Context: an optimization exercise on an open-source flow, tuned for a short achievable clock period and few clock cycles. The choices shown serve that exercise and are no tape-out recipe.
In this exercise RTL edits were held to simulation tests only and were not proved equivalent to the original.
Power is estimated from default activity; no workload was simulated.

## pipeline_cpu
module pipeline_cpu #(
  parameter logic [32-1:0] PC_INIT = 32'h0000_0000
) (
  input  logic  CLK,
  input  logic  nRST,
  output logic  imem_ren,
  output logic [32-1:0] imem_addr,
  input  logic [32-1:0] imem_load,
  input  logic  ihit,
  output logic  dmem_ren,
  output logic  dmem_wen,
  output logic [32-1:0] dmem_addr,
  output logic [32-1:0] dmem_store,
  input  logic [32-1:0] dmem_load,
  input  logic  dhit,
  output logic  halt
);
==> flow/config.mk <==
export PLATFORM = sky130hd
export DESIGN_NAME = pipeline_cpu
export DESIGN_NICKNAME = pipeline_cpu
export VERILOG_FILES = /design/flow/design.v
export SDC_FILE = /design/flow/constraint.sdc
export NUM_CORES = 4
export LEC_CHECK = 0
export CAP_MARGIN = 20
export CORE_MARGIN = 2
export CORE_UTILIZATION = 40
export SETUP_SLACK_MARGIN = 3.0
export SLEW_MARGIN = 20
export SYNTH_HIERARCHICAL = 1
==> flow/constraint.sdc <==
create_clock -name core_clock -period 5.5 [get_ports {CLK}]
set_input_delay 1.1000 -clock core_clock [delete_from_list [all_inputs] [get_ports {CLK}]]
set_output_delay 1.1000 -clock core_clock [all_outputs]
set_load 0.01 [all_outputs]
standard.sh (not shown) runs the stock make flow with config.mk's settings and CLKGATE_MAP_FILE= SYNTH_SCRIPT=/design/flow/synth_recipe.tcl, a recipe that flattens the netlist after the stock synthesis.
==> flow/flow/run.sh <==
#!/bin/bash
# Standard layout, except that the port buffers are buf_4 cells instead of the
# smallest buffer the resizer would pick. Every tool's output goes to a log here.
set -e
cp standard.sh standard_sh_copy.log
export BUFFER_PORTS_ARGS="-buffer_cell sky130_fd_sc_hd__buf_4"
bash standard.sh > standard_flow.log 2>&1
The baseline finished clean.
Testbench counts at the start, summed over its fixed seeds: cycles 68,003.
Change:
--- a/flow/design.v
+++ b/flow/design.v
@@ -76,21 +76,19 @@
   input  logic [29:0] pc,
   output logic [29:0] pc4,
   output logic [21:0] hi_p1,
   output logic [21:0] hi_m1
 );
   ks_inc #(.W(30))         u_pc4 (.x(pc), .s(pc4));
   ks_inc #(.W(22))         u_p1  (.x(pc[29:8]), .s(hi_p1));
   ks_inc #(.W(22), .DEC(1)) u_m1  (.x(pc[29:8]), .s(hi_m1));
 endmodule
-module fetch_next #(
-  parameter int PART = 0
-) (
+module fetch_next (
   input  logic [29:0] pc,
   input  logic [29:0] pc4,
   input  logic [21:0] hi_p1,
   input  logic [21:0] hi_m1,
   input  logic [31:0] instr,
   input  logic        ihit,
   input  logic        stall,
   input  logic        halt,
   input  logic        mispredict,
@@ -98,19 +96,19 @@
   output logic [29:0] pc_next,
   output logic        redir
 );
   logic [5:0]  op;
   logic        is_j, is_beq, is_bne, rseq, pred, short_off, adv;
   logic [9:0]  lo;
   logic [21:0] hi_sel;
   logic [29:0] btgt, jtgt;
   logic        s_j, s_b, s_seq, s_hold;
-  logic [29:0] pc_own, pc_all;
+  logic [29:0] pc_own;
   assign op        = instr[31:26];
   assign is_j      = (op == 6'h02);
   assign is_beq    = (op == 6'h04);
   assign is_bne    = (op == 6'h05);
   assign rseq      = (instr[25:21] == instr[20:16]);
   assign pred      = (is_beq & rseq) | (is_bne & ~rseq);
   assign short_off = (instr[15:7] == 9'h000) | (instr[15:7] == 9'h1ff);
   assign redir     = pred & short_off;
   ks_add #(.W(8), .CI(1)) u_lo (.x(pc[7:0]), .y(instr[7:0]), .cin(1'b1), .s(lo[8:1]),
@@ -122,20 +120,19 @@
   assign btgt    = {hi_sel, lo[8:1]};
   assign jtgt    = {pc4[29:26], instr[25:0]};
   assign adv     = ihit & ~stall & ~halt;
   assign s_j     = adv & is_j;
   assign s_b     = adv & ~is_j & redir;
   assign s_seq   = adv & ~is_j & ~redir;
   assign s_hold  = ~adv;
   assign pc_own  = ({30{s_j}} & jtgt) | ({30{s_b}} & btgt) |
                    ({30{s_seq}} & pc4) | ({30{s_hold}} & pc);
-  assign pc_all  = mispredict ? alt : pc_own;
-  assign pc_next = PART ? {pc_all[29:8], 8'd0} : {22'd0, pc_all[7:0]};
+  assign pc_next = mispredict ? alt : pc_own;
 endmodule
 module decode_ctl (
   input  logic [31:0] instr,
   output logic        add,
   output logic        sub,
   output logic        and_op,
   output logic        or_op,
   output logic        subr,
   output logic        slt,
@@ -393,47 +390,47 @@
   logic        redir_r, redir_any;
   logic [29:0] redir_pc;
   logic        early;
   logic        d_stall;
   logic        mispredict;
   logic [31:0] m_wdata;
   logic [29:0] pc4, pc_next;
   logic [21:0] pc_hi_p1, pc_hi_m1;
   logic        f_redir;
+  logic [29:0] pc_o;
   logic        nren;
   assign imem_ren  = ~nren;
-  assign imem_addr = {pc, 2'b00};
+  assign imem_addr = {pc_o, 2'b00};
   fetch_incr u_incr (.pc, .pc4, .hi_p1(pc_hi_p1), .hi_m1(pc_hi_m1));
-  logic [29:0] pc_next_lo, pc_next_hi;
-  logic        f_redir_hi;
-  fetch_next #(.PART(0)) u_next_lo (
-    .pc, .pc4, .hi_p1(pc_hi_p1), .hi_m1(pc_hi_m1), .instr(imem_load), .ihit,
-    .stall(d_stall), .halt(halt_i), .mispredict(redir_any), .alt(redir_pc),
-    .pc_next(pc_next_lo), .redir(f_redir)
-  );
-  fetch_next #(.PART(1)) u_next_hi (
+  fetch_next u_next (
     .pc, .pc4, .hi_p1(pc_hi_p1), .hi_m1(pc_hi_m1), .instr(imem_load), .ihit,
     .stall(d_stall), .halt(halt_i), .mispredict(redir_any), .alt(redir_pc),
-    .pc_next(pc_next_hi), .redir(f_redir_hi)
+    .pc_next, .redir(f_redir)
   );
-  assign pc_next = {pc_next_hi[29:8], pc_next_lo[7:0]};
   assign redir_r   = rp_r | misp_r;
   assign redir_any = redir_r | early;
   assign redir_pc  = rp_r ? rp_pc : misp_r ? alt_r : x1_pc4;
   always_ff @(posedge CLK or negedge nRST) begin
     if (!nRST) begin
       pc <= PC_INIT[31:2];
     end else begin
       pc <= pc_next;
     end
   end
   always_ff @(posedge CLK or negedge nRST) begin
     if (!nRST) begin
+      pc_o <= PC_INIT[31:2];
+    end else if (!halt_i) begin
+      pc_o <= pc_next;
+    end
+  end
+  always_ff @(posedge CLK or negedge nRST) begin
+    if (!nRST) begin
       fd_valid <= 1'b0;
     end else begin
       if (redir_any || m_miss) fd_valid <= 1'b0;
       else if (!d_stall) fd_valid <= ihit & ~halt_i;
     end
   end
   logic        f_add, f_sub, f_and, f_or, f_subr, f_slt, f_load, f_store, f_beq, f_bne;
   logic        f_halt, f_lui, f_wen, f_use_rs, f_use_rt, f_b_reg;
   logic [4:0]  f_dest;
Outcome: Wire length increases slightly. Clock power stays flat. Final area increases slightly. Non-clock buffer count grows by 54. Clock-buffer cell count increases by 37. Maximum frequency falls by a few percent. Utilization barely changes. Synthesized area climbs slightly. Via count came out higher slightly. Clock skew falls by 0.010 ns. Setup slack is worse by 0.19 ns.
Testbench counts after the change, summed over its fixed seeds: cycles 68,003.

pipeline_cpu, a different RTL version from the one above (not shown whole).
Size in the first run: ~6,800 cells after synthesis, about 170 I/O pins, about 97,000 sq um of cells after synthesis.
## pipeline_cpu
module pipeline_cpu #(
  parameter logic [32-1:0] PC_INIT = 32'h0000_0000
) (
  input  logic  CLK,
  input  logic  nRST,
  output logic  imem_ren,
  output logic [32-1:0] imem_addr,
  input  logic [32-1:0] imem_load,
  input  logic  ihit,
  output logic  dmem_ren,
  output logic  dmem_wen,
  output logic [32-1:0] dmem_addr,
  output logic [32-1:0] dmem_store,
  input  logic [32-1:0] dmem_load,
  input  logic  dhit,
  output logic  halt
);
==> flow/config.mk <==
export PLATFORM = sky130hd
export DESIGN_NAME = pipeline_cpu
export DESIGN_NICKNAME = pipeline_cpu
export VERILOG_FILES = /design/flow/design.v
export SDC_FILE = /design/flow/constraint.sdc
export NUM_CORES = 4
export LEC_CHECK = 0
export CAP_MARGIN = 20
export CORE_MARGIN = 2
export CORE_UTILIZATION = 40
export SETUP_SLACK_MARGIN = 3.0
export SLEW_MARGIN = 20
export SYNTH_HIERARCHICAL = 1
==> flow/constraint.sdc <==
create_clock -name core_clock -period 5.5 [get_ports {CLK}]
set_input_delay 1.1000 -clock core_clock [delete_from_list [all_inputs] [get_ports {CLK}]]
set_output_delay 1.1000 -clock core_clock [all_outputs]
set_load 0.01 [all_outputs]
Scripts as last shown in full above: flow/flow/run.sh
Testbench counts at the start, summed over its fixed seeds: cycles 68,003.
Next try:
--- a/flow/design.v
+++ b/flow/design.v
@@ -75,15 +75,15 @@
 module fetch_incr (
   input  logic [29:0] pc,
   output logic [29:0] pc4,
   output logic [21:0] hi_p1,
   output logic [21:0] hi_m1
 );
-  assign pc4   = pc + 30'd1;
-  assign hi_p1 = pc[29:8] + 22'd1;
-  assign hi_m1 = pc[29:8] - 22'd1;
+  ks_inc #(.W(30))         u_pc4 (.x(pc), .s(pc4));
+  ks_inc #(.W(22))         u_p1  (.x(pc[29:8]), .s(hi_p1));
+  ks_inc #(.W(22), .DEC(1)) u_m1  (.x(pc[29:8]), .s(hi_m1));
 endmodule
 module fetch_next (
   input  logic [29:0] pc,
   input  logic [29:0] pc4,
   input  logic [21:0] hi_p1,
   input  logic [21:0] hi_m1,
@@ -307,12 +307,33 @@
     end
   endgenerate
   assign sum  = p0 ^ {g5[N-2:0], 1'b0};
   assign s    = sum[N-1:1];
   assign cout = g5[N-1];
 endmodule
+module ks_inc #(
+  parameter int W   = 30,
+  parameter int DEC = 0
+) (
+  input  logic [W-1:0] x,
+  output logic [W-1:0] s
+);
+  logic [W-1:0] p0, p1, p2, p3, p4, p5;
+  assign p0 = DEC ? ~x : x;
+  genvar i;
+  generate
+    for (i = 0; i < W; i = i + 1) begin : g_pre
+      assign p1[i] = (i >= 1)  ? p0[i] & p0[(i >= 1)  ? i - 1  : 0] : p0[i];
+      assign p2[i] = (i >= 2)  ? p1[i] & p1[(i >= 2)  ? i - 2  : 0] : p1[i];
+      assign p3[i] = (i >= 4)  ? p2[i] & p2[(i >= 4)  ? i - 4  : 0] : p2[i];
+      assign p4[i] = (i >= 8)  ? p3[i] & p3[(i >= 8)  ? i - 8  : 0] : p3[i];
+      assign p5[i] = (i >= 16) ? p4[i] & p4[(i >= 16) ? i - 16 : 0] : p4[i];
+    end
+  endgenerate
+  assign s = x ^ {p5[W-2:0], 1'b1};
+endmodule
 module pipeline_cpu #(
   parameter logic [32-1:0] PC_INIT = 32'h0000_0000
 ) (
   input  logic  CLK,
   input  logic  nRST,
   output logic  imem_ren,
@@ -362,27 +383,29 @@
   logic [31:0] em_sdata;
   logic [29:0] em_pc;
   logic        rp_r;
   logic [29:0] rp_pc;
   logic [31:0] regs [1:31];
   logic        m_miss;
+  logic        halt_i;
   logic        redir_r, redir_any;
   logic [29:0] redir_pc;
   logic        early;
   logic        d_stall;
   logic        mispredict;
   logic [31:0] m_wdata;
   logic [29:0] pc4, pc_next;
   logic [21:0] pc_hi_p1, pc_hi_m1;
   logic        f_redir;
-  assign imem_ren  = ~halt;
+  logic        nren;
+  assign imem_ren  = ~nren;
   assign imem_addr = {pc, 2'b00};
   fetch_incr u_incr (.pc, .pc4, .hi_p1(pc_hi_p1), .hi_m1(pc_hi_m1));
   fetch_next u_next (
     .pc, .pc4, .hi_p1(pc_hi_p1), .hi_m1(pc_hi_m1), .instr(imem_load), .ihit,
-    .stall(d_stall), .halt, .mispredict(redir_any), .alt(redir_pc),
+    .stall(d_stall), .halt(halt_i), .mispredict(redir_any), .alt(redir_pc),
     .pc_next, .redir(f_redir)
   );
   assign redir_r   = rp_r | misp_r;
   assign redir_any = redir_r | early;
   assign redir_pc  = rp_r ? rp_pc : misp_r ? alt_r : x1_pc4;
   always_ff @(posedge CLK or negedge nRST) begin
@@ -394,13 +417,13 @@
   end
   always_ff @(posedge CLK or negedge nRST) begin
     if (!nRST) begin
       fd_valid <= 1'b0;
     end else begin
       if (redir_any || m_miss) fd_valid <= 1'b0;
-      else if (!d_stall) fd_valid <= ihit & ~halt;
+      else if (!d_stall) fd_valid <= ihit & ~halt_i;
     end
   end
   logic        f_add, f_sub, f_and, f_or, f_subr, f_slt, f_load, f_store, f_beq, f_bne;
   logic        f_halt, f_lui, f_wen, f_use_rs, f_use_rt, f_b_reg;
   logic [4:0]  f_dest;
   logic [15:0] f_bimm_lo, f_bimm_hi;
@@ -689,14 +712,14 @@
   assign dmem_store = em_sdata;
   always_ff @(posedge CLK or negedge nRST) begin
     if (!nRST) begin
       dmem_ren <= 1'b0;
       dmem_wen <= 1'b0;
     end else begin
-      dmem_ren <= x2_valid & ~redir_r & ~m_miss & x2_load & ~halt;
-      dmem_wen <= x2_valid & ~redir_r & ~m_miss & x2_store & ~halt;
+      dmem_ren <= x2_valid & ~redir_r & ~m_miss & x2_load & ~halt_i;
+      dmem_wen <= x2_valid & ~redir_r & ~m_miss & x2_store & ~halt_i;
     end
   end
   assign m_miss     = (dmem_ren | dmem_wen) & ~dhit;
   assign m_wdata    = em_load ? dmem_load : em_res;
   always_ff @(posedge CLK) begin
     if (em_valid && em_wen && !(em_load && !dhit)) regs[em_dest] <= m_wdata;
@@ -708,14 +731,20 @@
       rp_r <= m_miss;
     end
   end
   always_ff @(posedge CLK) begin
     rp_pc <= em_pc;
   end
+  logic halt_set;
+  assign halt_set = x2_valid & ~redir_r & x2_halt & ~m_miss;
   always_ff @(posedge CLK or negedge nRST) begin
     if (!nRST) begin
-      halt <= 1'b0;
-    end else begin
-      halt <= halt | (x2_valid & ~redir_r & x2_halt & ~m_miss);
+      halt   <= 1'b0;
+      halt_i <= 1'b0;
+      nren   <= 1'b0;
+    end else begin
+      halt   <= halt | halt_set;
+      halt_i <= halt_i | halt_set;
+      nren   <= nren | halt_set;
     end
   end
 endmodule
What happened: The changed run went through all stages and came out clean. Combinational power shrinks by about 27%. Power falls by 10%. Setup slack is worse by 22 ps. Sequential share of layout area drops by 0.36 points. Sequential power falls by about 7%. Clock power barely changes. Maximum frequency goes down by 0.80%. Wire length increases by about 1.6%. Clock skew rises by 38 ps. Flip-flop and latch count rose by 2. Non-clock buffer count came out higher by 88. Count of clock-buffer cells in the layout drops by 1.
Testbench counts after the change, summed over its fixed seeds: cycles 68,003.

## re-timing with driven ports
The results above use ideal ports. As a check the final layouts listed here were re-extracted and re-timed, cells and wires unchanged. Step 1 sets driving cells, clkbuf_16 on the clock port and buf_2 on the other inputs (assumed; they add their load-dependent delay and slew). Step 2 adds t to the input delays and takes it off the output delays; t is the mean of the earliest and latest rising clock arrival at the registers after step 1. Input paths then give back, and output paths get back, about the clock's delay inside the block. Three values: ideal ports, drivers, drivers and shift; two values: the first two.
| run | t (ns) | slack for setup (ns) | worst setup path after step 2 | worst slew at a driven data input, ns |
|---|---|---|---|---|
| the first run of note 1 | 0.940 | 2.824 / 2.781 / 1.894 | input to register | 0.38 |
| the second run of note 1 | 0.956 | 2.636 / 2.645 / 1.689 | input to register | 0.14 |
| the first run of note 2 | 0.976 | 2.782 / 2.735 / 1.872 | input to register | 0.23 |
| the second run of note 2 | 0.986 | 2.760 / 2.656 / 1.755 | input to register | 0.37 |
After both steps every run listed still meets setup and hold. For the second run of note 2, which loses most, drivers alone change the setup slack by -0.104 ns; drivers and shift together by -1.005 ns.
